This design comes from an exercise in tuning for small area, a short achievable clock period and few clock cycles per item on the open sky130 flow, not from production work.
The RTL was checked by simulation tests, not by an equivalence proof against the original design.

## run 1
==> flow/design.v <==
module muldiv_seq (
   input  logic        clk,
   input  logic        rst,
   input  logic        start_i,
   input  logic [2:0]  op_i,
   input  logic [31:0] rs1_i,
   input  logic [31:0] rs2_i,
   input  logic        flush_i,
   output logic        stall_o,
   output logic        busy_o,
   output logic        done_o,
   output logic [31:0] result_o
);
   logic        busy_q, done_q;
   logic        accept, run, last, fast;
   assign accept = ~busy_q & start_i & ~flush_i;
   assign run    = busy_q & ~done_q;
   always_ff @(posedge clk or negedge rst) begin
      if (!rst) begin
         busy_q <= 1'b0;
         done_q <= 1'b0;
      end else if (!busy_q) begin
         busy_q <= accept;
         done_q <= accept & fast;
      end else if (done_q || flush_i) begin
         busy_q <= 1'b0;
         done_q <= 1'b0;
      end else begin
         done_q <= last;
      end
   end
   assign stall_o = rst & (accept | run);
   assign busy_o  = busy_q;
   assign done_o  = done_q;
   function automatic logic [5:0] topbit(input logic [31:0] x);
      logic [15:0] v1, p1;
      logic [7:0]  v2;
      logic [15:0] p2;
      logic [3:0]  v3;
      logic [11:0] p3;
      logic [1:0]  v4;
      logic [7:0]  p4;
      logic [4:0]  p5;
      for (int i = 0; i < 16; i++) begin
         v1[i] = x[2*i+1] | x[2*i];
         p1[i] = x[2*i+1];
      end
      for (int i = 0; i < 8; i++) begin
         v2[i]      = v1[2*i+1] | v1[2*i];
         p2[2*i+:2] = {v1[2*i+1], v1[2*i+1] ? p1[2*i+1] : p1[2*i]};
      end
      for (int i = 0; i < 4; i++) begin
         v3[i]      = v2[2*i+1] | v2[2*i];
         p3[3*i+:3] = {v2[2*i+1], v2[2*i+1] ? p2[4*i+2+:2] : p2[4*i+:2]};
      end
      for (int i = 0; i < 2; i++) begin
         v4[i]      = v3[2*i+1] | v3[2*i];
         p4[4*i+:4] = {v3[2*i+1], v3[2*i+1] ? p3[6*i+3+:3] : p3[6*i+:3]};
      end
      p5     = {v4[1], v4[1] ? p4[7:4] : p4[3:0]};
      topbit = {v4[1] | v4[0], p5};
   endfunction
   logic        is_mul, sa, sb, an, bn, b_zero, swap, a_pw, a_lt_b;
   logic [31:0] a_x, b_x, a_e;
   logic [5:0]  ta, tb;     
   logic        a_short, b_short, a_tiny, b_tiny;
   logic        m_short;    
   logic        m_tiny;     
   logic        m_extra;    
   assign is_mul  = ~op_i[2];
   assign sa      = is_mul ? (op_i[1:0] != 2'b11) : ~op_i[0];
   assign sb      = is_mul ? ~op_i[1] : ~op_i[0];
   assign an      = sa & rs1_i[31];
   assign bn      = sb & rs2_i[31];
   assign a_x     = rs1_i ^ {32{rs1_i[31]}};
   assign b_x     = rs2_i ^ {32{rs2_i[31]}};
   assign a_e     = {a_x[30:0], 1'b1};
   assign a_pw    = (a_x & ~a_e) == '0;
   assign ta      = (rs1_i[31] & ~sa) ? 6'd63 : ((rs1_i[31] & a_pw) ? topbit(a_e) : topbit(a_x));
   assign tb      = (rs2_i[31] & ~sb) ? 6'd63 : topbit(b_x);
   assign b_zero  = (rs2_i == '0);
   assign a_lt_b  = tb[5] & (~ta[5] | (ta[4:0] < tb[4:0]));
   assign fast    = ~is_mul & (b_zero | a_lt_b);
   assign a_short = (a_x[30:15] == '0) & (sa | ~rs1_i[31]);
   assign b_short = (b_x[30:15] == '0) & (sb | ~rs2_i[31]);
   assign a_tiny  = (a_x[30:7] == '0) & (sa | ~rs1_i[31]);
   assign b_tiny  = (b_x[30:7] == '0) & (sb | ~rs2_i[31]);
   assign swap    = (a_tiny & ~b_tiny) | (a_short & ~b_short) | (~(rs1_i[31] & ~sa) & rs2_i[31] & ~sb);
   assign m_short = swap ? a_short : b_short;
   assign m_tiny  = swap ? a_tiny : b_tiny;
   assign m_extra = swap ? (rs1_i[31] & ~sa) : (rs2_i[31] & ~sb);
   logic [4:0]  dq;
   assign dq      = ta[4:0] - tb[4:0];
   logic [33:0] hi;
   logic [31:0] lo;
   logic [32:0] v;          
   logic        v_rs1_q, v_sgn_q;
   logic        ylast;
   logic [2:0]  ng_q;       
   logic [1:0]  ns_q;       
   logic [1:0]  j8_q;       
   logic        j4_q;       
   logic        j28_q;      
   logic        short_q;    
   logic        tiny_q;     
   logic        x_q;        
   logic        neg_q;      
   logic        fix_q;      
   logic        mul_q, bneg_q, rem_q;
   logic        res_hi_q, res_one_q, res_zero_q;
   logic st_norm, st_j8, st_j4, st_j28, st_x, st_neg, st_fix, st_corr, st_any;
   logic x_now_q, fix_now_q, corr_now_q;
   assign st_neg = neg_q;
   assign st_fix = fix_now_q;
   assign st_x   = x_now_q;
   assign st_corr = corr_now_q;
   assign st_any = neg_q | fix_now_q | x_now_q | corr_now_q;
   always_comb begin
      st_norm = 1'b0; st_j8 = 1'b0; st_j4 = 1'b0; st_j28 = 1'b0;
      if (!st_any) begin
         if (mul_q) begin
            st_norm = 1'b1;
         end else begin
            if (j28_q)          st_j28  = 1'b1;
            else if (j8_q != 0) st_j8   = 1'b1;
            else if (j4_q)      st_j4   = 1'b1;
            else                st_norm = 1'b1;
         end
      end
   end
   logic norm_end;
   assign norm_end = st_norm & (ng_q == 3'd0) & (ns_q == 2'd3);
   assign last     = st_x | st_fix | (st_corr & ~fix_q) | (norm_end & ~x_q & ~fix_q & ~corr_need);
   logic [31:0] res_pre;
   assign res_pre = res_hi_q ? hi[31:0] : lo;
   assign v = v_rs1_q ? {v_sgn_q & rs1_i[31], rs1_i} : {v_sgn_q & rs2_i[31], rs2_i};
   logic [36:0] v_ext;
   assign v_ext = {{4{v[32]}}, v};
   function automatic logic [2:0] booth(input logic b1, input logic b0, input logic bl);
      booth = {b0 ^ bl, (b1 & ~b0 & ~bl) | (~b1 & b0 & bl), b1};
   endfunction
   logic        a_one, a_two, a_neg, b_one, b_two, b_neg;
   logic [2:0]  bda_ld, bdb_ld, bda_nx, bdb_nx;
   logic [3:0]  mlo;
   assign mlo    = swap ? rs1_i[3:0] : rs2_i[3:0];
   assign bda_ld = booth(mlo[1], mlo[0], 1'b0);
   assign bdb_ld = booth(mlo[3], mlo[2], mlo[1]);
   assign bda_nx = booth(~(norm_end & x_q) & lo[5], ~(norm_end & x_q) & lo[4], lo[3]);
   assign bdb_nx = booth(~(norm_end & x_q) & lo[7], ~(norm_end & x_q) & lo[6], ~(norm_end & x_q) & lo[5]);
   logic        ya_res;     
   logic [36:0] pa, pb, pc, cs_s, cs_c;
   logic        pa_div;     
   assign pa_div = ~mul_q & ~corr_now_q;
   assign pa   = ya_res ? ~{5'd0, res_pre} :
                 pa_div ? {{2{hi[33]}}, hi[33:0], lo[31]} : {{3{hi[33]}}, hi};
   assign pb   = (({37{a_one}} & v_ext) | ({37{a_two}} & {v_ext[35:0], 1'b0})) ^ {37{a_neg}};
   assign pc   = {(({35{b_one}} & v_ext[34:0]) | ({35{b_two}} & {v_ext[33:0], 1'b0})) ^ {35{b_neg}},
                  b_neg, b_neg};
   assign cs_s = pa ^ pb ^ pc;
   assign cs_c = {(pa[35:0] & pb[35:0]) | (pa[35:0] & pc[35:0]) | (pb[35:0] & pc[35:0]), a_neg};
   logic [36:0] sum;
   assign sum = cs_s + cs_c + {36'd0, b_neg | ya_res};
   logic        ge, corr_need;
   assign ge        = ~sum[36];
   assign corr_need = ~mul_q & rem_q & ~ge;    
   always_ff @(posedge clk) begin
      if (!busy_q) begin
         hi      <= '0;
         lo      <= (is_mul & ~swap) ? rs2_i : rs1_i;
         v_rs1_q <= is_mul & ~swap;
         v_sgn_q <= (is_mul & ~swap) ? sa : sb;
         ylast   <= 1'b0;
         mul_q   <= is_mul;
         bneg_q  <= bn;
         rem_q   <= op_i[1];
         if (is_mul) begin
            {a_one, a_two, a_neg} <= bda_ld;
            {b_one, b_two, b_neg} <= bdb_ld;
         end else begin
            {a_one, a_two, a_neg} <= {~an, 1'b0, ~an & ~bn};    
            {b_one, b_two, b_neg} <= 3'b000;
         end
         if (is_mul) begin
            ng_q  <= {2'b00, ~m_short};           
            ns_q  <= {m_tiny, 1'b0};              
            x_q   <= m_extra;
            j8_q  <= 2'd0;
            j4_q  <= 1'b0;
            j28_q <= 1'b0;
         end else begin
            ng_q  <= dq[4:2];
            ns_q  <= 2'd0;
            j8_q  <= (dq[4:2] == 3'd0) ? 2'd0 : ~dq[4:3];
            j4_q  <= ~dq[2] & (dq[4:2] != 3'd0);
            j28_q <= dq[4:2] == 3'd0;
            x_q   <= 1'b0;
         end
         neg_q      <= ~is_mul & an;
         ya_res     <= ~is_mul & an;
         x_now_q    <= 1'b0;
         fix_now_q  <= 1'b0;
         corr_now_q <= 1'b0;
         fix_q      <= ~is_mul & (op_i[1] ? an : (an ^ bn));
         res_hi_q   <= is_mul ? (op_i[1:0] != 2'b00) : (op_i[1] & ~fast & ~an);
         short_q    <= is_mul & m_short & ~m_tiny;
         tiny_q     <= is_mul & m_tiny;
         res_one_q  <= ~is_mul & ~op_i[1] & b_zero;
         res_zero_q <= ~is_mul & ~op_i[1] & ~b_zero & a_lt_b;
      end else begin
         ya_res <= (norm_end & fix_q & ~corr_need) | (st_corr & fix_q);
         if (st_norm) begin
            if (mul_q) begin
               hi    <= {sum[36], sum[36:4]};
               lo    <= {sum[3:0], lo[31:4]};
               ylast <= lo[3];
               {a_one, a_two, a_neg} <= bda_nx;
               {b_one, b_two, b_neg} <= bdb_nx;
            end else begin
               hi    <= sum[33:0];
               lo    <= {lo[30:0], ge};
               if (norm_end && corr_need) {a_one, a_two, a_neg} <= {1'b1, 1'b0, bneg_q};
               else if (norm_end && fix_q) {a_one, a_two, a_neg} <= 3'b000;
               else                        a_neg <= bneg_q ^ ge;
            end
            ns_q      <= ns_q + 2'd1;
            if (ns_q == 2'd3) ng_q <= ng_q - 3'd1;
            x_now_q   <= norm_end & x_q;
            fix_now_q <= norm_end & fix_q & ~corr_need;
            corr_now_q <= norm_end & corr_need;
         end else if (st_j8) begin
            hi   <= {2'b00, hi[23:0], lo[31:24]};
            lo   <= {lo[23:0], 8'd0};
            j8_q <= j8_q - 2'd1;
         end else if (st_j28) begin
            hi    <= {2'b00, hi[3:0], lo[31:4]};
            lo    <= {lo[3:0], 28'd0};
            j28_q <= 1'b0;
         end else if (st_j4) begin
            hi   <= {2'b00, hi[27:0], lo[31:28]};
            lo   <= {lo[27:0], 4'd0};
            j4_q <= 1'b0;
         end else begin     
            hi        <= st_neg ? 34'd0 : sum[33:0];
            lo        <= sum[31:0];
            res_hi_q  <= ~st_neg | rem_q;
            neg_q     <= 1'b0;
            fix_q     <= fix_q & (st_neg | st_corr);
            x_q       <= 1'b0;
            x_now_q   <= 1'b0;
            fix_now_q <= st_corr & fix_q;
            corr_now_q <= 1'b0;
            if (st_corr) {a_one, a_two, a_neg} <= 3'b000;
            else         {a_one, a_two, a_neg} <= {1'b1, 1'b0, ~bneg_q};
         end
      end
   end
   logic [31:0] res_short, res_tiny;
   assign res_short = res_hi_q ? {{14{hi[33]}}, hi[33:16]} : {hi[15:0], lo[31:16]};
   assign res_tiny  = res_hi_q ? {{22{hi[33]}}, hi[33:24]} : {hi[23:0], lo[31:24]};
   assign result_o  = res_one_q ? 32'hFFFF_FFFF : (res_zero_q ? 32'd0 :
                      (short_q ? res_short : (tiny_q ? res_tiny : res_pre)));
endmodule
==> flow/config.mk <==
export PLATFORM = sky130hd
export DESIGN_NAME = muldiv_seq
export DESIGN_NICKNAME = muldiv_seq
export VERILOG_FILES = /design/flow/design.v
export SDC_FILE = /design/flow/constraint.sdc
export NUM_CORES = 4
export LEC_CHECK = 0
export CAP_MARGIN = 20
export CELL_PAD_IN_SITES_DETAIL_PLACEMENT = 1
export CELL_PAD_IN_SITES_GLOBAL_PLACEMENT = 1
export CORE_MARGIN = 2
export CORE_UTILIZATION = 40
export PLACE_DENSITY = 0.5
export SETUP_SLACK_MARGIN = 5
export SLEW_MARGIN = 20
==> flow/constraint.sdc <==
create_clock -name core_clock -period 11.0 [get_ports {clk}]
set_input_delay 2.2000 -clock core_clock [delete_from_list [all_inputs] [get_ports {clk}]]
set_output_delay 2.2000 -clock core_clock [all_outputs]
set_load 0.01 [all_outputs]
standard.sh (not shown) runs the stock make flow with config.mk's settings and CLKGATE_MAP_FILE= SYNTH_SCRIPT=/design/flow/synth_recipe.tcl, a recipe that flattens the netlist after the stock synthesis.
==> flow/flow/run.sh <==
#!/bin/bash
set -euo pipefail
export BUFFER_PORTS_ARGS="-buffer_cell sky130_fd_sc_hd__buf_1"
bash standard.sh > standard_flow.log 2>&1
Testbench counts of run 1, summed over its fixed seeds: cycles 20,153, items 2,400.
--- input diff run 1..run 2 ---
-- flow/design.v --
<<< run 1, line 90
   assign m_tiny  = swap ? a_tiny : b_tiny;
   assign m_extra = swap ? (rs1_i[31] & ~sa) : (rs2_i[31] & ~sb);
   logic [4:0]  dq;
   assign dq      = ta[4:0] - tb[4:0];
   logic [33:0] hi;
   logic [31:0] lo;
>>> run 2, line 90
   assign m_tiny  = swap ? a_tiny : b_tiny;
   assign m_extra = swap ? (rs1_i[31] & ~sa) : (rs2_i[31] & ~sb);
   logic [5:0]  ta_q, tb_q;
   logic        prep_q;
   logic [6:0]  dq;         
   assign dq      = (ta_q[5] ? {2'b00, ta_q[4:0]} + 7'd1 : 7'd0) - (tb_q[5] ? {2'b00, tb_q[4:0]} + 7'd1 : 7'd0);
   logic [33:0] hi;
   logic [31:0] lo;
<<< run 1, line 115
   assign st_x   = x_now_q;
   assign st_corr = corr_now_q;
   assign st_any = neg_q | fix_now_q | x_now_q | corr_now_q;
   always_comb begin
      st_norm = 1'b0; st_j8 = 1'b0; st_j4 = 1'b0; st_j28 = 1'b0;
>>> run 2, line 117
   assign st_x   = x_now_q;
   assign st_corr = corr_now_q;
   assign st_any = neg_q | fix_now_q | x_now_q | corr_now_q | prep_q;
   always_comb begin
      st_norm = 1'b0; st_j8 = 1'b0; st_j4 = 1'b0; st_j28 = 1'b0;
<<< run 1, line 189
            j28_q <= 1'b0;
         end else begin
            ng_q  <= dq[4:2];
            ns_q  <= 2'd0;
            j8_q  <= (dq[4:2] == 3'd0) ? 2'd0 : ~dq[4:3];
            j4_q  <= ~dq[2] & (dq[4:2] != 3'd0);
            j28_q <= dq[4:2] == 3'd0;
            x_q   <= 1'b0;
         end
         neg_q      <= ~is_mul & an;
         ya_res     <= ~is_mul & an;
         x_now_q    <= 1'b0;
         fix_now_q  <= 1'b0;
>>> run 2, line 191
            j28_q <= 1'b0;
         end else begin
            ns_q  <= 2'd0;
            x_q   <= 1'b0;
         end
         neg_q      <= ~is_mul & an;
         ya_res     <= ~is_mul & an;
         prep_q     <= ~is_mul;
         ta_q       <= ta;
         tb_q       <= tb;
         x_now_q    <= 1'b0;
         fix_now_q  <= 1'b0;
<<< run 1, line 209
      end else begin
         ya_res <= (norm_end & fix_q & ~corr_need) | (st_corr & fix_q);
         if (st_norm) begin
            if (mul_q) begin
>>> run 2, line 210
      end else begin
         ya_res <= (norm_end & fix_q & ~corr_need) | (st_corr & fix_q);
         if (prep_q) begin
            prep_q <= 1'b0;
            ng_q   <= dq[5] ? 3'd7 : dq[4:2];
            j8_q   <= (dq[5] || dq[4:2] == 3'd0) ? 2'd0 : ~dq[4:3];
            j4_q   <= ~dq[5] & ~dq[2] & (dq[4:2] != 3'd0);
            j28_q  <= ~dq[5] & (dq[4:2] == 3'd0);
         end
         if (st_norm) begin
            if (mul_q) begin
<<< run 1, line 240
            lo   <= {lo[27:0], 4'd0};
            j4_q <= 1'b0;
         end else begin     
            hi        <= st_neg ? 34'd0 : sum[33:0];
>>> run 2, line 248
            lo   <= {lo[27:0], 4'd0};
            j4_q <= 1'b0;
         end else if (prep_q & ~neg_q) begin
            hi <= '0;
            lo <= rs1_i;
         end else begin     
            hi        <= st_neg ? 34'd0 : sum[33:0];
Findings:
- Run 1: done, clean on timing, DRC and antenna
- Looking at the reports, run 2 completed the entire flow and the layout it produced met the timing, design-rule and antenna checks.
- Sort run 2 and run 1 by count of clock-buffer cells in the layout desc -> top: run 2
- Comparing run 2 and run 1, the higher final worst-path setup slack is on run 2.
- In run 2 relative to run 1, via count normalized by instance count had gone up by a few percent.
- Diff run 1 -> run 2 | first-pass GRT wire length | up by a little under 10%
- Min routability-driven placement congestion ratio across run 2 and run 1: run 1
- Going from run 1 to run 2, non-clock buffer count shrank by a few percent.
- Of run 2 and run 1, the higher multi-input logic portion of the cell area belongs to run 1.
- Relative to run 1, the number of nets produced by synthesis measured on run 2 has increased by a few percent.
Testbench counts of run 2, summed over its fixed seeds: cycles 20,709, items 2,400.

-- port drivers added, routing unchanged --
In the flow no input, the clock included, has a driving cell. The finished layouts below were timed again as built, in two steps.
Step 1 sets driving cells, clkbuf_16 on the clock port and buf_2 on the other inputs (assumed; they add their load-dependent delay and slew).
Step 2 adds t to the input delays and takes it off the output delays; t is the mean of the earliest and latest rising clock arrival at the registers after step 1. Input paths then give back, and output paths get back, about the clock's delay inside the block.
Three values: ideal, step 1, step 2; two values: the first two.
| run | t, ns | slack for setup (ns) | clock arrival spread, ns |
|---|---|---|---|
| run 1 | 0.430 | 4.946 / 4.966 / 4.536 | 0.014 / 0.014 |
| run 2 | 0.506 | 5.043 / 5.075 / 4.569 | 0.014 / 0.014 |
After both steps setup and hold are still met in every run listed. The setup slack of run 2, which loses most, moves by +0.032 ns with the drivers and by -0.474 ns with both steps.
